What follows belongs to an exercise in optimizing a design on an open flow for small area and a short achievable clock period; a production flow would make more cautious choices.
In this exercise RTL edits were held to simulation tests only and were not proved equivalent to the original.
Power figures rest on the tool's default switching activity, not on a simulated workload.

[flow/run.sh]
#!/bin/bash
# synth_recipe.tcl (not shown) runs the flow's synth.tcl, then flattens the netlist and writes it again
# the make line also repeats each setting of config.mk as NAME=value (left out here)
make -C /OpenROAD-flow-scripts/flow DESIGN_CONFIG=/design/flow/config.mk WORK_HOME=/design/flow/orfs CLKGATE_MAP_FILE= SYNTH_SCRIPT=/design/flow/synth_recipe.tcl finish
[flow/config.mk]
export PLATFORM = sky130hd
export DESIGN_NAME = rdma_sched_rx_buf
export DESIGN_NICKNAME = rdma_sched_rx_buf
export VERILOG_FILES = /design/flow/design.v
export SDC_FILE = /design/flow/constraint.sdc
export NUM_CORES = 4
export LEC_CHECK = 0
export ABC_CLOCK_PERIOD_IN_PS = 2000
export CAP_MARGIN = 10
export CORE_MARGIN = 2
export CORE_UTILIZATION = 40
export CTS_CLUSTER_DIAMETER = 200
export CTS_CLUSTER_SIZE = 22
export SETUP_SLACK_MARGIN = 2.2
export SLEW_MARGIN = 10
export SYNTH_MEMORY_MAX_BITS = 8192
[flow/constraint.sdc]
create_clock -name core_clock -period 5.0 [get_ports {clk}]
set_input_delay 1.0000 -clock core_clock [delete_from_list [all_inputs] [get_ports {clk}]]
set_output_delay 1.0000 -clock core_clock [all_outputs]
set_load 0.01 [all_outputs]
[flow/design.v]
module rdma_sched_rx_buf #(
    parameter int unsigned DATA_W = 64,
    parameter int unsigned DEPTH  = 64,
    parameter int unsigned CNT_W  = 16
) (
    input  logic                     clk,
    input  logic                     rst_n,
    input  logic                     rx_valid,
    input  logic [DATA_W-1:0]        rx_data,
    input  logic                     rx_last,
    output logic                     tx_valid,
    input  logic                     tx_ready,
    output logic [DATA_W-1:0]        tx_data,
    output logic                     tx_last,
    output logic [$clog2(DEPTH):0]   pkt_cnt,
    output logic [CNT_W-1:0]         drop_cnt,
    output logic                     drop_pulse
);
    localparam int unsigned AW = $clog2(DEPTH);
    localparam int unsigned PW = AW + 1;
    logic            drop_mode_q;
    logic [AW-1:0]   wr_slot_q, commit_slot_q;
    logic [PW-1:0]   occ_q;         
    logic [PW-1:0]   occc_q;        
    logic [PW-1:0]   pkt_cnt_q;
    logic [CNT_W-1:0] drop_cnt_q;
    logic            drop_pulse_q;
    logic            tx_valid_q;    
    logic            full_q;        
    logic            occ0_q;        
    logic            occ1_q;        
    logic [DEPTH-1:0] rsel_q;       
    logic [DATA_W:0] head_q;        
    logic [DATA_W:0] mem_q [DEPTH];
    logic [DATA_W:0] din;
    logic [DATA_W:0] nxt_word;
    logic            fire, acc, wr_en, drop, pkt_inc, pkt_dec;
    assign din        = {rx_last, rx_data};
    assign tx_valid   = tx_valid_q;
    assign tx_data    = head_q[DATA_W-1:0];
    assign tx_last    = head_q[DATA_W];
    assign pkt_cnt    = pkt_cnt_q;
    assign drop_cnt   = drop_cnt_q;
    assign drop_pulse = drop_pulse_q;
    assign fire    = tx_ready & tx_valid_q;
    assign acc     = rx_valid & ~drop_mode_q;
    assign wr_en   = acc & ~full_q;
    assign drop    = acc & full_q;
    assign pkt_inc = wr_en & rx_last;
    assign pkt_dec = fire & head_q[DATA_W];
    logic [DEPTH-1:0] row_we;
    always_comb begin
        for (int i = 0; i < DEPTH; i++) begin
            row_we[i] = ~full_q && (wr_slot_q == AW'(i));
        end
    end
    for (genvar i = 0; i < DEPTH; i++) begin : g_row
        always_ff @(posedge clk) begin
            if (row_we[i]) begin
                mem_q[i] <= din;
            end
        end
    end
    always_comb begin
        nxt_word = '0;
        for (int i = 0; i < DEPTH; i++) begin
            nxt_word = nxt_word | ({(DATA_W+1){rsel_q[i]}} & mem_q[i]);
        end
    end
    always_ff @(posedge clk or negedge rst_n) begin
        if (!rst_n) begin
            head_q <= '0;
        end else if (fire) begin
            head_q <= occ1_q ? din : nxt_word;
        end else if (occ0_q) begin
            head_q <= din;
        end
    end
    logic [PW-1:0] occ_inc, occ_dec, occc_dec;
    assign occ_inc  = occ_q + PW'(1);
    assign occ_dec  = occ_q - PW'(1);
    assign occc_dec = occc_q - PW'(1);
    logic o_0, o_1, o_2, o_63, oc_0, oc_1, oc_2, oc_64;
    assign o_0   = occ_q == PW'(0);
    assign o_1   = occ_q == PW'(1);
    assign o_2   = occ_q == PW'(2);
    assign o_63  = occ_q == PW'(DEPTH-1);
    assign oc_0  = occc_q == PW'(0);
    assign oc_1  = occc_q == PW'(1);
    assign oc_2  = occc_q == PW'(2);
    assign oc_64 = occc_q == PW'(DEPTH);
    logic [AW-1:0]   wr_slot_d, commit_slot_d;
    logic [PW-1:0]   occ_d, occc_d, pkt_cnt_d;
    logic [CNT_W-1:0] drop_cnt_d;
    logic            drop_mode_d, tx_valid_d, full_d, occ0_d, occ1_d;
    logic [DEPTH-1:0] rsel_d;
    always_comb begin
        if (wr_en)      wr_slot_d = wr_slot_q + AW'(1);
        else if (drop)  wr_slot_d = commit_slot_q;
        else            wr_slot_d = wr_slot_q;
        commit_slot_d = pkt_inc ? wr_slot_q + AW'(1) : commit_slot_q;
        rsel_d        = fire ? {rsel_q[DEPTH-2:0], rsel_q[DEPTH-1]} : rsel_q;
        if (wr_en) begin
            occ_d  = fire ? occ_q : occ_inc;
            full_d = ~fire & o_63;
            occ0_d = 1'b0;
            occ1_d = fire ? o_1 : o_0;
        end else if (drop) begin
            occ_d  = fire ? occc_dec : occc_q;
            full_d = ~fire & oc_64;
            occ0_d = fire ? oc_1 : oc_0;
            occ1_d = fire ? oc_2 : oc_1;
        end else begin
            occ_d  = fire ? occ_dec : occ_q;
            full_d = ~fire & full_q;
            occ0_d = fire ? o_1 : o_0;
            occ1_d = fire ? o_2 : o_1;
        end
        if (pkt_inc) begin
            occc_d     = fire ? occ_q : occ_inc;
            tx_valid_d = fire ? ~o_0 : (occ_inc != PW'(0));
        end else begin
            occc_d     = fire ? occc_dec : occc_q;
            tx_valid_d = fire ? ~oc_1 : ~oc_0;
        end
        drop_mode_d = drop_mode_q ? ~(rx_valid & rx_last) : (drop & ~rx_last);
        if (pkt_inc & ~pkt_dec)      pkt_cnt_d = pkt_cnt_q + PW'(1);
        else if (pkt_dec & ~pkt_inc) pkt_cnt_d = pkt_cnt_q - PW'(1);
        else                         pkt_cnt_d = pkt_cnt_q;
        drop_cnt_d = (drop && drop_cnt_q != {CNT_W{1'b1}}) ? drop_cnt_q + CNT_W'(1) : drop_cnt_q;
    end
    always_ff @(posedge clk or negedge rst_n) begin
        if (!rst_n) begin
            drop_mode_q   <= 1'b0;
            wr_slot_q     <= '0;
            commit_slot_q <= '0;
            occ_q         <= '0;
            occc_q        <= '0;
            pkt_cnt_q     <= '0;
            drop_cnt_q    <= '0;
            drop_pulse_q  <= 1'b0;
            tx_valid_q    <= 1'b0;
            full_q        <= 1'b0;
            occ0_q        <= 1'b1;
            occ1_q        <= 1'b0;
            rsel_q        <= DEPTH'(2);
        end else begin
            drop_mode_q   <= drop_mode_d;
            wr_slot_q     <= wr_slot_d;
            commit_slot_q <= commit_slot_d;
            occ_q         <= occ_d;
            occc_q        <= occc_d;
            pkt_cnt_q     <= pkt_cnt_d;
            drop_cnt_q    <= drop_cnt_d;
            drop_pulse_q  <= drop;
            tx_valid_q    <= tx_valid_d;
            full_q        <= full_d;
            occ0_q        <= occ0_d;
            occ1_q        <= occ1_d;
            rsel_q        <= rsel_d;
        end
    end
endmodule
==> run summary, run 1 <==
Placed design
Once placement completed, the tool counted placed cells totaling 13300. The count of input and output buffers is 158. The last weighted congestion value of the routability-driven placer is 0.847.

Timing analysis after detailed placement gives a worst setup slack of 1.08 ns. The placed instances occupy a cell area of 166000 µm². Once detailed placement completed, the half-perimeter wirelength came to 335000 µm.

Setup path
For flop-to-flop paths, the worst setup slack is 2.13 ns. STA classifies the critical path startpoint as a flop. The required time of the critical path is 5.60 ns.

The biggest fanout along the worst timing path is 15. Data arrives at the worst endpoint at 3.47 ns. The worst setup path is captured at a flop. The worst setup path is of the flop to flop kind.

Global route
The global-route usage over all layers is 34.7%. The initial antenna violation count is 85. The number of global-route vias before repair came to 91000. The overflow left after global routing is 0.

The maximum number of pins on one net before global-route repair is 81. The wire length of the first global-routing pass is 899000 µm.

Cells and area
The final design utilization is 44.8%. The count of cells in the finished layout, fillers not included, comes to 13900. The area of all placed cells without fillers is 174000 µm². At the end of the flow, the number of nets in the layout was 8513. Of the cells placed in the final design, the portion with a size suffix greater than 1 is 11.4%. The area growth from synthesis to layout is 11.8%.

Yosys
In this run the biggest area consumer among cell types represents 80.3% of the synthesized area. In the synthesized netlist, the cells that appear most often are edfxtp_1, a22oi_1, a221oi_1, a22o_1, nand4_1. The most instantiated flip-flop cell in the synthesis netlist is edfxtp_1. The total nets after synthesis is 8223.

In this run, synthesis produced a sequential element count of 4344. Yosys printed 2 warnings. The netlist area before placement is 156000 µm². The most repeated cell in the gate-level netlist after synthesis is edfxtp_1. The cell type with the highest aggregate area in the netlist is edfxtp_1. The share of the Yosys chip area taken by registers is 83.2%. Yosys attributes the largest share of cell area to edfxtp_1, a22oi_1, a221oi_1. Synthesis instantiated 54 different standard cells from the library. The post-synthesis cell count is 8133. The post-synthesis average cell area is 19.1 µm². The number of synthesized flops with an enable pin is 4160. After synthesis, the share of flip-flops with an asynchronous set or reset is 4.24%.

STA
The worst pin sits at a relative slew slack of 12.7%. The actual transition at the worst max-transition pin is 1.31 ns. Setup violations remaining at the end of the flow were counted as 0. After layout, the worst setup slack is 2.13 ns.

The tightest hold path in the finished design has a slack of 0.00970 ns. The share of the clock period used by the worst path after layout is 57.5%. The final-report hold violation count is 0. The clock tree skew after final layout is 0.0539 ns. Setup repair after global routing could not meet its margin everywhere. The number of max-slew violations in the final report is 0. Subtracting the final worst setup slack from the clock period gives 2.87 ns. The maximum clock frequency is 0.348 GHz. The sum of negative setup slack is 0 ns.

Power
The total power density per cell area is 394 nW/µm². The internal power of the cells is 51.6 mW. In this run the power spent charging and discharging nets is 17.0 mW. Across the VDD grid, the largest voltage drop is 0.303 mV. The sequential share of power is 62.5%. The switching power share of the total is 24.8%.

The total leakage power is 53.4 nW. The relative contribution of the clock network to total power is 29.3%. The combinational fraction of design power is 8.2%.

Total power for the finished layout comes to 68.6 mW.

Clock network
The depth of the CTS H-tree is 4. The clock tree from TritonCTS is yes. The maximum clock path buffer count is 4. The total clock buffers created by CTS is 219. Clock tree synthesis selected as its root buffer the cell clkbuf_16.

The later pin in the worst-skew pair is clocked with a latency of 0.99 ns. The number of sinks handled by clock tree synthesis is 4344. The clock transition at the registers of the reported paths is 0.10 ns.

Floorplan
The total area inside the core boundary comes to 388000 µm². For this design the top-level I/O count stands at 159. The overall die area is 394000 µm². The chip height is 628 µm. The floorplan step set the die width to 628 µm. For this configuration, the core starts out at a cell density of 40.1%. The number of rows created at floorplan is 229.

Worst hold path
The type of the tightest min-delay check is input pin to async pin.

Routing
Detailed routing inserted a total of 103000 vias. After detailed routing, the number of vias per cell comes to 7.42. For this run, the detailed router's first-pass iteration total came to 6. In the routed design, unresolved DRC markers number 0. The count of nets left with antenna violations once routing finished came out at 0. The total wirelength of the detailed-routed design is 706000 µm. For this block, the initial DRC count from the detailed router was 24500. After detailed routing, the average wire length per cell comes to 50.9 µm.

Outcome
The flow ran to the end and the layout has no timing, DRC or antenna violations.

Run
Max-cap violations in this run came to 0.
-- area by class of cell --
| type | count | area (µm²) |
|---|---|---|
| antenna | 79 | 198 |
| clock buffer | 384 | 6180 |
| clock inverter | 8 | 121 |
| fill | 32800 | 214000 |
| inverter | 13 | 53.8 |
| multi-input combinational | 3268 | 24600 |
| sequential | 4344 | 130000 |
| tap | 5197 | 6500 |
| timing repair buffer | 577 | 6480 |
-- worst max-delay path, stage by stage (launching register included) --
cell and delay, ns:
dfrtp_1 0.63, nor2b_1 0.34, nand2_1 0.34, nor2_4 0.58, buf_4 0.58
-- worst paths after layout --
check,start,to,depth (start not counted)
max,wr_slot_q[3],mem_q[9][15],4
min,rst_n,head_q[13],1
max reg2reg,wr_slot_q[3],mem_q[9][15],4
min reg2reg,pkt_cnt_q[6],pkt_cnt_q[6],1
max in group asynchronous,rst_n,head_q[0],2
min in group core_clock,pkt_cnt_q[6],pkt_cnt_q[6],1
-- flip-flops by register name (all words and copies together) (netlist names) --
register       cells
commit_slot_q      6
drop_cnt_q        16
drop_mode_q        1
drop_pulse_q       1
full_q             1
head_q            65
mem_q           4160
occ0_q             1
occ1_q             1
occ_q              7
occc_q             7
pkt_cnt_q          7
rsel_q            64
tx_valid_q         1
wr_slot_q          6
-- power by group through the flow --
stage	registers, mW	clock network (mW)	logic (mW)
floorplan	43.3	0	1.79
global placement	43.6	0	5.18
detailed placement	43.7	0	5.26
CTS	42.9	19.8	5.34
global route	43.0	21.0	5.56
finish	42.9	20.1	5.65
-- cells in the final DEF, fill, tap and decap left out, drive strengths merged, types with 20 or more instances in the layout --
cell type      instances
a221oi               650
a22o                 650
a22oi                782
buf                  505
clkbuf               385
clkdlybuf4s15         22
dfrtp                182
diode                 79
dlygate4sd2           45
edfxtp              4160
ha                    20
nand2                245
nand3                 89
nand4                331
nor2                 142
nor4                  75
o21ai                 24
o22ai                 67
or3                   68
xnor2                 26
-- per-layer routing --
layer | track usage [%] | vias up | wire (µm)
li1 | - | 35200 | -
met2 | 50.7 | 12000 | 299000
met4 | 21.9 | 70 | 58300
met3 | 11.6 | 2864 | 124000
met5 | 0 | - | 599
met1 | 44.4 | 52800 | 225000
-- cells by family (layout without fill, tap and decap cells) --
family	Yosys count	in the layout	share of synthesized area, %
AOI/OAI and AO/OA	2202	2202	11.6
xor gates and xnor gates	43	43	0.242
adders and majority gates	21	21	0.174
buffers and inverters	522	982	1.36
DFF	4344	4344	83.2
muxes	16	16	0.115
other	0	79	0
and+or+nand+nor	985	986	3.32
-- repair_timing --
item | 4_1_cts | 5_1_grt
pin swaps | 22 | 1
endpoints found under the setup margin | 1971 | 77
buffers inserted | 85 | 23
cloned | 2 | 1
hold buffers | 0 | 0
resized for setup | 275 | 14
==> run 2: changes to the inputs <==
--- a/flow/config.mk
+++ b/flow/config.mk
@@ -6,11 +6,11 @@
 export NUM_CORES = 4
 export LEC_CHECK = 0
 export ABC_CLOCK_PERIOD_IN_PS = 2000
-export CAP_MARGIN = 10
+export CAP_MARGIN = 20
 export CORE_MARGIN = 2
-export CORE_UTILIZATION = 40
+export CORE_UTILIZATION = 45
 export CTS_CLUSTER_DIAMETER = 200
 export CTS_CLUSTER_SIZE = 22
-export SETUP_SLACK_MARGIN = 2.2
-export SLEW_MARGIN = 10
+export SETUP_SLACK_MARGIN = 2.4
+export SLEW_MARGIN = 20
 export SYNTH_MEMORY_MAX_BITS = 8192
==> run 2 against run 1 <==
Still clean. Routed wire length up 2.8%. Clock-buffer cell count up 2. Synthesized cell count unchanged. Non-clock buffer count up 190. Die area down 11%. Sequential power about the same. First-iteration DRC count up 6.2%. Total power up 0.54%. Maximum frequency up 2.8%. Clock power about the same. Critical path depth down 3. Critical path type is now flop to primary output. Largest power group unchanged.
==> run summary, run 2 <==
Yosys
The netlist area before placement is 156000 µm² (unchanged). The post-synthesis average cell area was 19.1 µm² (unchanged). By count the netlist is led by edfxtp_1, a22oi_1, a221oi_1, a22o_1, nand4_1. The total nets after synthesis is 8223 (unchanged).

The number of distinct library cells after synthesis was 54 (unchanged). The post-synthesis cell count was 8133 (unchanged). The largest total area in the synthesized netlist belongs to edfxtp_1.

The most repeated cell in the gate-level netlist after synthesis is edfxtp_1. The number of synthesized flops with an enable pin was 4160 (unchanged). In the synthesized netlist the dominant register cell turns out to be edfxtp_1.

The async set-or-reset flop fraction in the synthesized netlist is 4.24% (unchanged). The count of yosys warnings during synthesis is 2 (unchanged). The synthesis-stage register bit count is 4344 (unchanged). The share of the yosys chip area belonging to registers came to 83.2% (unchanged). After synthesis, the cell types taking the most area are edfxtp_1, a22oi_1, a221oi_1. The fraction of synthesized cell area taken by the top area cell type is 80.3% (unchanged).

Floorplan
The core outline area came to 344000 µm² (-12%). The total I/O pin count came to 159 (unchanged). The die boundary width is 592 µm (-5.7%). The overall die area is 351000 µm² (-11%).

The initial core utilization was 45.3% (+5.2 points). The chip height is 592 µm (-5.7%). The number of rows created at floorplan is 215 (-6.1%).

Routing
The total via count in the routed design came to 106000 (+2.8%). The iteration count of the initial detailed-routing pass came to 9 (+3). The residual antenna-violating net count after detailed routing is 0 (unchanged). The detail-routed net length per standard cell came to 54.0 µm (+6.0%). The DRC marker count from the first detailed-route iteration is 26000 (+6.2%). The total wirelength of the detailed-routed design is 726000 µm (+2.8%). The post-route DRC violation count came to 0 (unchanged).

The ratio of routed vias to standard cells is 7.86 (+6.0%).

Setup path
The number of cells on the critical path is 1 (-3). Traced cell by cell, the critical path runs through buf_6. Among all stages on the critical path, the largest delay is contributed by dfrtp_4. The family of cells with the greatest summed delay on the critical path is flip-flops.

The critical path is of the flop to primary output type. The highest cell delay on the worst timing path came to 0.61 ns (-0.02 ns). The nature of the critical path startpoint is a flop. The worst setup path is captured at a primary output.

The biggest fanout along the worst timing path was 2 (-13). The required time of the critical path is 4.00 ns (-1.60 ns). The number of buffer and inverter stages on the critical path is 1 (unchanged).

The data arrival time of the critical path is 1.80 ns (-1.67 ns). The cell count of the worst reg-to-reg path is 4 (unchanged).

Worst hold path
The worst hold path was traced through 2 stages. The min-delay analysis places its worst path in the category input pin to flop.

STA
The share of the clock period used by the worst path after layout was 55.9% (-1.6 points). The clock period minus final worst setup slack is 2.80 ns (-0.0779 ns). The maximum clock frequency is 0.358 GHz (+2.8%). The final-report hold violation count is 0 (unchanged). The relative slew slack is 22.7% (+10 points).

The worst hold margin was 0.324 ns (+0.314 ns). The number of endpoints failing setup at the final stage came to 0 (unchanged). The sum of negative setup slack is 0 ns (unchanged). The actual transition at the worst max-transition pin is 1.16 ns (-0.150 ns). The number of max-slew violations in the final report was 0 (unchanged). Setup repair after global routing could not meet its margin everywhere. The clock tree skew after final layout is 0.0614 ns (+0.00751 ns).

Cells and area
Leaving out fill and tap cells, the most frequent cell in the layout is edfxtp_1. The count of filler cells inserted in the layout is 27000 (-18%). The register area is 130000 µm² (about the same). The number of flip-flops in the largest register came to 4160 (unchanged).

The largest registers in the layout are mem_q: 4160 flops, head_q: 65 flops, rsel_q: 64 flops. The top cell types in the final layout, fill and taps aside, are edfxtp_1, a22oi_1, a22o_1, a221oi_1, buf_4. The area growth from synthesis to layout is 13.1%. The layout net count is 8702 (+2.2%).

The multi-input combinational cell area is 24800 µm² (+0.76%). The share of final-layout standard cells stronger than drive strength 1 is 14.1% (+2.8 points). The register with the highest flop count is mem_q.

Global route
The overflow left after global routing is 0 (unchanged). The initial antenna violation count was 90 (+5.9%). The number of global-route vias before repair came to 91800 (+0.82%). The wire length of the first global-routing pass is 917000 µm (+2.0%). The global-route usage over all layers is 40.1% (+5.4 points).

The maximum number of pins on one net before global-route repair is 76 (-6.2%).

Clock network
TritonCTS built the clock tree. The clock transition at the registers of the reported paths is 0.09 ns (about the same). The number of sinks handled by clock tree synthesis came to 4344 (unchanged).

The total clock buffers created by CTS is 219 (unchanged). The maximum clock path buffer count was 4 (unchanged). Clock tree synthesis selected as its root buffer the cell clkbuf_16.

The depth of the CTS H-tree is 4 (unchanged). The clock insertion delay at the later pin of the skew report is 1.01 ns (+0.02 ns).

Outcome
The flow ran to the end and the layout has no timing, DRC or antenna violations.

Placed design
The total half-perimeter wirelength after legalization and detailed placement is 335000 µm (-0.19%). The last weighted congestion value of the routability-driven placer is 0.868 (+2.6%). The count of input and output buffers is 158 (unchanged).

Power
The total power density per cell area is 392 nW/µm² (-0.64%). The total leakage power is 54.8 nW (+2.6%). The maximum resistive drop on vdd was 0.323 mV (+6.7%).

Run
The count of maximum capacitance violations was 0 (unchanged).
==> run 2: cell families (layout without fill, tap and decap cells) <==
family	after synthesis	after routing	share of synthesized area (%)
AOI/OAI and AO/OA	2202	2202	11.6
buffers and inverters	522	1177	1.36
xor gates and xnor gates	43	43	0.242
other	0	107	0
adders and majority gates	21	21	0.174
and+or+nand+nor	985	985	3.32
DFF	4344	4344	83.2
muxes	16	16	0.115
==> run 2: repair_timing <==
action                                  CTS  global route
cloned                                    2            13
endpoints found under the hold margin     1             0
gates resized for setup                 519            60
hold buffers                              1             0
setup endpoints to repair              4252           711
buffers inserted                        177            85
pin swaps                                22            12
==> run 2: metrics by stage <==
stage	cells	util [%]	instance area, µm²	power, mW	worst slack [ns]
floorplan	8133	-	156000	45.2	1.78
global placement	12700	48.1	165000	48.7	1.04
detailed placement	12700	48.2	165000	48.8	1.09
CTS	13200	50.7	174000	68.1	2.20
global route	13400	51.2	176000	69.7	2.22
finish	13500	51.2	176000	69.0	2.20
==> run 2: per-layer routing <==
metal / GRT usage [%] / vias to the layer above / routed length [µm]
li1: - / 35600 / -
met1: 51.0 / 53900 / 224000
met2: 57.5 / 13100 / 301000
met3: 15.3 / 3140 / 137000
met4: 26.3 / 56 / 62900
met5: 0 / - / 527
==> run 2: cell type report <==
class	instances	area share, %
clock inverters	11	0.107
clock buffers	386	3.49
flip-flops and latches	4344	73.8
inverters	13	0.0363
repair buffers	767	5.14
well taps	4557	3.24
diodes	107	0.152
multi-input cells	3267	14.1
==> run 2: power breakdown <==
| group | leakage (nW) | total, mW | internal (mW) | switching, mW |
|---|---|---|---|---|
| sequential | 39.7 | 42.8 | 41.9 | 0.908 |
| clock | 3.00 | 20.2 | 8.43 | 11.8 |
| combinational | 12.1 | 5.92 | 1.33 | 4.59 |
| total | 54.8 | 69.0 | 51.7 | 17.3 |
==> run 2: worst paths after layout <==
| path | slack (ns) | start | end |
|---|---|---|---|
| max in group asynchronous | 3.03 | rst_n | head_q[14] |
| max reg2reg | 2.25 | wr_slot_q[3] | mem_q[11][19] |
| max | 2.20 | head_q[40] | tx_data[40] |
| min in group asynchronous | 0.57 | rst_n | drop_cnt_q[9] |
| min | 0.32 | rx_valid | drop_mode_q |
| min reg2reg | 0.50 | commit_slot_q[5] | commit_slot_q[5] |
==> run 3: changes to the inputs <==
--- a/flow/config.mk
+++ b/flow/config.mk
@@ -9,8 +9,8 @@
 export CAP_MARGIN = 20
 export CORE_MARGIN = 2
 export CORE_UTILIZATION = 45
-export CTS_CLUSTER_DIAMETER = 200
-export CTS_CLUSTER_SIZE = 22
-export SETUP_SLACK_MARGIN = 2.4
+export CTS_CLUSTER_DIAMETER = 220
+export CTS_CLUSTER_SIZE = 24
+export SETUP_SLACK_MARGIN = 2.6
 export SLEW_MARGIN = 20
 export SYNTH_MEMORY_MAX_BITS = 8192
==> run 3 against run 2 <==
Still clean on timing, DRC and antenna. Global-route usage is 1.2 points higher. First-iteration DRC count grew 0.75%. Combinational power is 11% higher. Hold slack got worse by 0.30 ns. Cell area up 1.7%. Critical path type unchanged. Critical endpoint is now tx_data[24]. Largest power group unchanged.
==> run summary, run 3 <==
Yosys
The post-synthesis average cell area is 19.1 µm² (unchanged). The fraction of synthesized cell area taken by the top area cell type is 80.3% (unchanged). Ranked by total cell area, the synthesized netlist is headed by edfxtp_1, a22oi_1, a221oi_1. The number of synthesized flops with an enable pin is 4160 (unchanged). The total nets after synthesis is 8223 (unchanged). By count the netlist is led by edfxtp_1, a22oi_1, a221oi_1, a22o_1, nand4_1.

The share of the yosys chip area belonging to registers is 83.2% (unchanged). The netlist area before placement is 156000 µm² (unchanged). The post-synthesis cell count came to 8133 (unchanged).

The count of yosys warnings during synthesis was 2 (unchanged). The most repeated cell in the gate-level netlist after synthesis is edfxtp_1. The synthesized design spends more area on one cell type than any other, namely edfxtp_1. The async set-or-reset flop fraction in the synthesized netlist was 4.24% (unchanged). The number of distinct library cells after synthesis was 54 (unchanged). The synthesis-stage register bit count was 4344 (unchanged). The most instantiated flip-flop cell in the synthesis netlist is edfxtp_1.

Power
The relative contribution of the clock network to total power came to 28.3% (-1.0 points). The total leakage power is 56.1 nW (+2.5%). The sequential share of power was 62.2% (about the same).

The net switching power was 17.4 mW (+0.49%). The combinational fraction of design power is 9.5% (+0.9 points). The switching power share of the total is 25.2% (+0.16 points). The maximum resistive drop on vdd came to 0.311 mV (-3.6%). The internal power of the cells was 51.5 mW (-0.33%). The total power density per cell area is 385 nW/µm² (-1.8%).

The total power is 68.9 mW (-0.13%).

Cells and area
In the layout the commonest cells are edfxtp_1, a22oi_1, a22o_1, a221oi_1, buf_4. The library cell used most frequently in the layout, excluding fill and tap cells, is edfxtp_1. The number of flip-flops in the largest register is 4160 (unchanged).

The layout net count came to 8881 (+2.1%). The area growth from synthesis to layout is 15.1%. The final design utilization is 52.1% (+0.88 points).

The non-filler instance count after layout was 13600 (+1.4%). The share of final-layout standard cells stronger than drive strength 1 is 16.3% (+2.1 points). More flip-flops sit in one register than any other, and that register is mem_q.

In the final layout, the registers with the most flip-flops are mem_q: 4160 flops, head_q: 65 flops, rsel_q: 64 flops.

Clock network
The clock transition at the registers of the reported paths is 0.10 ns (about the same). The maximum clock path buffer count is 4 (unchanged). The clock tree from TritonCTS is yes. The clock insertion delay at the later pin of the skew report came to 1.00 ns (about the same).

The master cell of the clock root buffer is clkbuf_16. The depth of the CTS H-tree is 4 (unchanged). The total clock buffers created by CTS is 203 (-7.3%).

The number of sinks handled by clock tree synthesis is 4344 (unchanged). The post-cts hold buffer count is 0 (-1).

Setup path
The data arrival time of the critical path is 1.78 ns (-0.02 ns). The cell count of the worst reg-to-reg path is 7 (+3). STA classifies the critical path startpoint as a flop. The biggest fanout along the worst timing path is 3 (+1). The slowest stage of the critical path belongs to the cell dfrtp_4. The signal on the critical path passes through buf_6.

The number of buffer and inverter stages on the critical path is 1 (unchanged). The highest cell delay on the worst timing path is 0.61 ns (about the same). The slack of the worst reg-to-reg path is 2.42 ns (+0.17 ns). The endpoint kind of the worst setup timing path is a primary output. The required time of the critical path is 4.00 ns (about the same). The worst setup path is of the flop to primary output kind. The endpoint of the most critical register-to-register path is head_q[1]. The number of cells on the critical path is 1 (unchanged). The startpoint identified for the worst register-to-register timing path is rsel_q[30]. The family of cells with the greatest summed delay on the critical path is flip-flops. The timing startpoint of the critical path is head_q[24].

In this run the worst setup path terminates at tx_data[24].

Global route
The global-route usage over all layers is 41.3% (+1.2 points). The number of global-route vias before repair is 93000 (+1.4%). The overflow left after global routing is 0 (unchanged). The initial antenna violation count was 103 (+14%). The maximum number of pins on one net before global-route repair is 84 (+11%). The wire length of the first global-routing pass came to 939000 µm (+2.4%).

Routing
The DRC marker count from the first detailed-route iteration was 26200 (+0.75%). The ratio of routed vias to standard cells is 7.94 (+1.0%). The total wirelength of the detailed-routed design was 750000 µm (+3.3%). The detail-routed net length per standard cell is 55.0 µm (+1.8%). The residual antenna-violating net count after detailed routing came to 0 (unchanged). The post-route DRC violation count is 0 (unchanged).

The total via count in the routed design came to 108000 (+2.4%). The iteration count of the initial detailed-routing pass is 7 (-2).

STA
The worst hold margin is 0.0269 ns (-0.297 ns). The number of max-slew violations in the final report is 0 (unchanged). The clock tree skew after final layout came to 0.0505 ns (-0.0109 ns).

The actual transition at the worst max-transition pin is 1.23 ns (+0.0739 ns). The number of endpoints failing setup at the final stage was 0 (unchanged). Setup repair after global routing could not meet its margin everywhere. The relative slew slack is 17.8% (-4.9 points). The final-report hold violation count is 0 (unchanged). The sum of negative setup slack was 0 ns (unchanged). The share of the clock period used by the worst path after layout is 55.5% (-0.37 points). The maximum clock frequency is 0.360 GHz (+0.66%). The clock period minus final worst setup slack is 2.78 ns (-0.0183 ns).

Placed design
The number of placed instances with taps included came to 12700 (+0.016%). The count of input and output buffers is 158 (unchanged). The total half-perimeter wirelength after legalization and detailed placement came to 334000 µm (-0.32%). The last weighted congestion value of the routability-driven placer came to 0.859 (-1.1%).

Run
The count of maximum capacitance violations is 0 (unchanged).

Floorplan
The initial core utilization came to 45.3% (unchanged). The overall die area was 351000 µm² (unchanged). The chip height came to 592 µm (unchanged). The die boundary width is 592 µm (unchanged). The core outline area was 344000 µm² (unchanged). The number of rows created at floorplan was 215 (unchanged). The total I/O pin count came to 159 (unchanged).

Outcome
The flow ran to the end and the layout has no timing, DRC or antenna violations.

Worst hold path
The type of the tightest min-delay check is input pin to async pin.
run 3: cell counts after synthesis:
No cell type changed its count.
run 3: cell families (layout without fill, tap and decap cells):
kind of cell / Yosys count / count (layout) / synth area share, %
xor+xnor: 43 / 43 / 0.242
buf+inv: 522 / 1347 / 1.36
simple gates: 985 / 985 / 3.32
other cells: 0 / 128 / 0
fa+ha+maj: 21 / 21 / 0.174
mux: 16 / 16 / 0.115
compound gates: 2202 / 2202 / 11.6
flops: 4344 / 4344 / 83.2
run 3: power groups by stage:
stage          Sequential [mW]  Clock, mW  Combinational (mW)
3_3_place_gp              43.6          0                5.20
6_report                  42.8       19.5                6.55
2_1_floorplan             43.2          0                2.00
4_1_cts                   42.8       19.2                5.79
3_5_place_dp              43.6          0                5.30
5_1_grt                   43.0       20.3                6.38
run 3: stage by stage:
step	instance area [µm²]	setup WS, ns
after floorplan	156000	1.94
after global placement	165000	1.12
after detailed placement	166000	1.11
after CTS	177000	2.06
after global routing	179000	2.25
final	179000	2.22
run 3: metal layers:
metal / vias up / part of all wire [%] / global-route usage [%] / wire length, µm
met5: - / 0.073 / 0.771 / 548
met4: 62 / 9.6 / 29.6 / 71700
met3: 3660 / 20 / 18.0 / 149000
met2: 14000 / 40 / 57.2 / 301000
met1: 54700 / 30 / 51.7 / 228000
li1: 36000 / - / - / -
run 3: repair_timing:
| action | 4_1_cts | 5_1_grt |
|---|---|---|
| gates resized for setup | 593 | 142 |
| endpoints found under the hold margin | 0 | 0 |
| cloned | 19 | 19 |
| setup buffers | 338 | 99 |
| pin swaps | 51 | 26 |
| setup endpoints to repair | 3631 | 1314 |
run 3: how the worst min path moves through the flow:
stage                             endpoint              from
after floorplan           commit_slot_q[1]  commit_slot_q[1]
after global placement        pkt_cnt_q[6]      pkt_cnt_q[6]
after detailed placement  commit_slot_q[1]  commit_slot_q[1]
after CTS                    drop_cnt_q[3]             rst_n
after global routing         drop_cnt_q[3]             rst_n
final                        drop_cnt_q[3]             rst_n
run 3: cell type report:
cell class                      instances  area (µm²)
Fill cell                           26600      164000
Sequential cell                      4344      130000
Multi-Input combinational cell       3267       24900
Timing Repair Buffer                  962       12300
Clock buffer                          363        5770
Tap cell                             4557        5700
Antenna cell                          128         320
Clock inverter                          9         140
Inverter                               13        66.3
==> run 4: changes to the inputs <==
--- a/flow/design.v
+++ b/flow/design.v
@@ -67,14 +67,16 @@
             nxt_word = nxt_word | ({(DATA_W+1){rsel_q[i]}} & mem_q[i]);
         end
     end
-    always_ff @(posedge clk or negedge rst_n) begin
-        if (!rst_n) begin
-            head_q <= '0;
-        end else if (fire) begin
-            head_q <= occ1_q ? din : nxt_word;
-        end else if (occ0_q) begin
-            head_q <= din;
-        end
+    logic            take_din, take_nxt, take_old;
+    logic [DATA_W:0] head_d;
+    assign take_din = fire ? occ1_q : occ0_q;
+    assign take_nxt = fire & ~occ1_q;
+    assign take_old = ~fire & ~occ0_q;
+    assign head_d   = ({(DATA_W+1){take_din}} & din)
+                    | ({(DATA_W+1){take_nxt}} & nxt_word)
+                    | ({(DATA_W+1){take_old}} & head_q);
+    always_ff @(posedge clk) begin
+        head_q <= head_d;
     end
     logic [PW-1:0] occ_inc, occ_dec, occc_dec;
     assign occ_inc  = occ_q + PW'(1);
--- a/flow/config.mk
+++ b/flow/config.mk
@@ -9,8 +9,8 @@
 export CAP_MARGIN = 20
 export CORE_MARGIN = 2
 export CORE_UTILIZATION = 45
-export CTS_CLUSTER_DIAMETER = 220
-export CTS_CLUSTER_SIZE = 24
-export SETUP_SLACK_MARGIN = 2.6
+export CTS_CLUSTER_DIAMETER = 200
+export CTS_CLUSTER_SIZE = 22
+export SETUP_SLACK_MARGIN = 2.4
 export SLEW_MARGIN = 20
 export SYNTH_MEMORY_MAX_BITS = 8192
==> run 4 against run 3 <==
Clock-buffer cell count increased by 4. Critical endpoint is now mem_q[45][35]. Clock skew increased by 0.028 ns. First-iteration DRC count shrank 6.0%. Total power decreased by 0.83%. Sequential share of layout area rose by 0.57 points. Cell count down 2.1%. Sequential cell count stayed put. Register-to-register slack got worse by 0.19 ns. Maximum frequency up 0.33%. Synthesized cell count is 2.2% lower. Highest routed layer unchanged. Non-clock buffer count down 66. Still clean on timing, DRC and antenna. Die area shrank 0.31%.
==> run summary, run 4 <==
Yosys
The synthesis-stage register bit count is 4344 (unchanged). The post-synthesis average cell area is 19.5 µm² (+2.0%). The number of synthesized flops with an enable pin is 4160 (unchanged).

The most instantiated flip-flop cell in the synthesis netlist is edfxtp_1. Of all cell types, the one taking the most synthesized area is edfxtp_1. The number of distinct library cells after synthesis was 53 (-1.9%). Yosys attributes the largest share of cell area to edfxtp_1, a221oi_1, a22o_1. The total nets after synthesis is 8041 (-2.2%). The fraction of synthesized cell area taken by the top area cell type was 80.5% (+0.25 points).

The netlist area before placement came to 155000 µm² (-0.31%). The post-synthesis cell count came to 7951 (-2.2%). The count of yosys warnings during synthesis is 2 (unchanged). By count the netlist is led by edfxtp_1, a221oi_1, a22o_1, clkbuf_1, nand4_1.

Among all cell types in the netlist, the one instantiated most often is edfxtp_1. The async set-or-reset flop fraction in the synthesized netlist came to 2.74% (-1.5 points). The share of the yosys chip area belonging to registers is 83.3% (about the same).

Global route
The number of global-route vias before repair came to 91500 (-1.7%). The initial antenna violation count is 72 (-30%). The wire length of the first global-routing pass is 923000 µm (-1.7%).

The overflow left after global routing is 0 (unchanged). The maximum number of pins on one net before global-route repair is 79 (-6.0%). The global-route usage over all layers is 40.6% (-0.71 points).

Routing
The detail-routed net length per standard cell came to 54.3 µm (-1.1%). The iteration count of the initial detailed-routing pass came to 7 (unchanged). The ratio of routed vias to standard cells is 7.85 (-1.1%). The DRC marker count from the first detailed-route iteration is 24600 (-6.0%).

The residual antenna-violating net count after detailed routing is 0 (unchanged). The total wirelength of the detailed-routed design is 726000 µm (-3.2%). The total via count in the routed design was 105000 (-3.2%). The post-route DRC violation count is 0 (unchanged).

STA
The share of the clock period used by the worst path after layout came to 55.4% (-0.18 points). The clock period minus final worst setup slack is 2.77 ns (-0.00909 ns). The relative slew slack is 11.5% (-6.3 points). The final-report hold violation count is 0 (unchanged). The number of max-slew violations in the final report is 0 (unchanged). The maximum clock frequency is 0.361 GHz (+0.33%). The clock tree skew after final layout came to 0.0784 ns (+0.0278 ns). The worst hold margin is 0.101 ns (+0.0744 ns).

The actual transition at the worst max-transition pin was 1.33 ns (+0.0938 ns). Setup repair after global routing could not meet its margin everywhere. The sum of negative setup slack is 0 ns (unchanged). The number of endpoints failing setup at the final stage is 0 (unchanged).

Clock network
The number of sinks handled by clock tree synthesis is 4344 (unchanged). The total clock buffers created by CTS is 219 (+7.9%). The depth of the CTS H-tree came to 4 (unchanged). The clock transition at the registers of the reported paths came to 0.10 ns (about the same). The master cell of the clock root buffer is clkbuf_16. The clock insertion delay at the later pin of the skew report is 1.01 ns (about the same). The maximum clock path buffer count is 4 (unchanged). The clock tree from TritonCTS is yes.

Cells and area
The number of flip-flops in the largest register is 4160 (unchanged). The final design utilization was 51.7% (-0.41 points). The count of filler cells inserted in the layout was 26700 (+0.39%). The register with the highest flop count is mem_q. The layout net count is 8649 (-2.6%). The share of final-layout standard cells stronger than drive strength 1 is 16.3% (+0.076 points). The largest registers in the layout are mem_q: 4160 flops, head_q: 65 flops, rsel_q: 64 flops.

The area of all placed cells without fillers came to 177000 µm² (-0.94%). In the layout the commonest cells are edfxtp_1, a22o_1, a221oi_1, buf_4, nand4_1. The area growth from synthesis to layout is 14.3%. The most common library cell in the layout ignoring fill and taps is edfxtp_1.

Floorplan
The initial core utilization is 45.2% (-0.069 points). The number of rows created at floorplan came to 215 (unchanged). The chip height is 591 µm (-0.15%). The die boundary width is 591 µm (-0.15%). The overall die area was 349000 µm² (-0.31%). The total I/O pin count is 159 (unchanged). The core outline area is 343000 µm² (-0.16%).

Setup path
The signal on the critical path passes through inv_1 > ha_1 > nand3_1 > nor2_4 > buf_12. The slowest stage cell on the critical path is buf_12. The data arrival time of the critical path is 3.36 ns (+1.58 ns). The number of buffer and inverter stages on the critical path is 2 (+1). The category of the most critical setup path is flop to flop.

The biggest fanout along the worst timing path came to 65 (+62). The highest cell delay on the worst timing path was 0.46 ns (-0.15 ns). The family of cells with the greatest summed delay on the critical path is simple AND/OR/NAND/NOR gates. The required time of the critical path is 5.59 ns (+1.59 ns). The nature of the critical path startpoint is a flop. STA classifies the critical path endpoint as a flop.

Power
The total leakage power is 55.8 nW (-0.67%). The maximum resistive drop on vdd is 0.480 mV (+54%). The total power density per cell area is 385 nW/µm² (+0.11%). The total power is 68.3 mW (-0.83%).

Run
The count of maximum capacitance violations is 0 (unchanged).

Placed design
The cell area reported after detailed placement was 165000 µm² (-0.18%). The total half-perimeter wirelength after legalization and detailed placement came to 343000 µm (+2.7%). The count of input and output buffers is 158 (unchanged). The last weighted congestion value of the routability-driven placer was 0.859 (about the same).

Worst hold path
The worst hold path belongs to the class input pin to async pin.

Outcome
The flow ran to the end and the layout has no timing, DRC or antenna violations.
run 4: cell count changes after synthesis, moves of 7 or more:
cell / previous run / this run
buf_2: 103 / 7
dfrtp_1: 182 / 117
buf_1: 92 / 99
clkbuf_1: 307 / 402
a221oi_1: 650 / 1040
a22o_1: 650 / 1040
a22oi_1: 782 / 67
nand3_1: 88 / 22
o22ai_1: 67 / 4
dfxtp_1: 0 / 65
or3_1: 68 / 3
nor2_1: 141 / 88
nand4_1: 330 / 267
o21ai_0: 24 / 88
run 4: worst paths after layout:
| kind | end | cells past startpoint | slack (ns) | from |
|---|---|---|---|---|
| max | mem_q[45][35] | 5 | 2.23 | wr_slot_q[1] |
| min | pkt_cnt_q[3] | 1 | 0.10 | rst_n |
| max reg2reg | mem_q[45][35] | 5 | 2.23 | wr_slot_q[1] |
| min reg2reg | commit_slot_q[1] | 2 | 0.49 | commit_slot_q[1] |
| max in group asynchronous | rsel_q[42] | 2 | 3.75 | rst_n |
| min in group core_clock | mem_q[5][32] | 1 | 0.43 | rx_data[32] |
run 4: area by class of cell:
| class | instances | area [µm²] | share of cell area [%] |
|---|---|---|---|
| Multi-Input combinational cell | 3083 | 25200 | 14.2 |
| Clock inverter | 9 | 151 | 0.0854 |
| Antenna cell | 86 | 215 | 0.121 |
| Clock buffer | 367 | 6080 | 3.43 |
| Tap cell | 4557 | 5700 | 3.21 |
| Sequential cell | 4344 | 130000 | 73.1 |
| Timing Repair Buffer | 896 | 10300 | 5.80 |
| Inverter | 15 | 71.3 | 0.0402 |
run 4: repair_timing:
action,CTS,global route
pin swaps,35,31
hold buffers,0,0
gates resized for setup,620,111
hold endpoints to repair,0,0
gates cloned,9,5
setup endpoints to repair,2272,657
setup buffers,276,72
run 4: where the power goes:
group	internal (mW)	switching, mW	leakage [nW]
clock network	8.37	11.7	2.96
logic	1.16	4.41	13.3
registers	41.9	0.753	39.5
run 4: per-layer routing:
layer | track usage (%) | share of wire (%)
met1 | 51.2 | 31
met2 | 57.8 | 41
met3 | 14.5 | 18
met4 | 30.1 | 9.7
met5 | 0.514 | 0.061
run 4: kinds of logic (layout without fill, tap and decap cells):
logic type      count (synthesis)  after routing  share of synthesized area, %
flops                        4344           4344                          83.3
compound gates               2274           2274                          12.5
simple gates                  734            734                          2.43
other cells                     0             86                             0
mux                            14             14                         0.102
fa+ha+maj                      21             21                         0.174
buf+inv                       524           1287                          1.28
xor+xnor                       40             40                         0.226
run 4: stage by stage:
step | cells | worst slack, ns
3_3_place_gp | 12500 | 1.11
4_1_cts | 13200 | 2.05
5_1_grt | 13300 | 2.31
6_report | 13400 | 2.23
2_1_floorplan | 7951 | 1.79
3_5_place_dp | 12500 | 1.17

-- afterwards: timing with drivers on the ports --
In the flow no input, the clock included, has a driving cell. The finished layouts below were timed again as built, in two steps.
Step 1 sets driving cells, clkbuf_16 on the clock port and buf_2 on the other inputs (assumed; they add their load-dependent delay and slew).
Step 2, shift: input delay + t, output delay - t, t = (earliest + latest rising clock arrival at the registers) / 2. This alone moves slack from input paths to output paths.
Three values: no drivers, after step 1, after step 2; two values: the first two.
run	t (ns)	setup WS [ns]	worst hold slack (ns)	worst data-port slew with drivers (ns)
run 1	1.089	2.127 / 2.080 / 1.251	0.010 / -0.061 / 0.477	0.51
run 2	1.094	2.205 / 2.089 / 1.409	0.324 / 0.253 / 0.498	0.42
run 3	1.083	2.223 / 2.102 / 1.825	0.027 / -0.043 / 0.492	0.51
run 4	1.097	2.232 / 2.180 / 1.480	0.101 / 0.005 / 0.488	0.33
After both steps setup and hold are still met in every run listed. For run 1, which loses most, drivers alone change the setup slack by -0.047 ns; drivers and shift together by -0.876 ns.
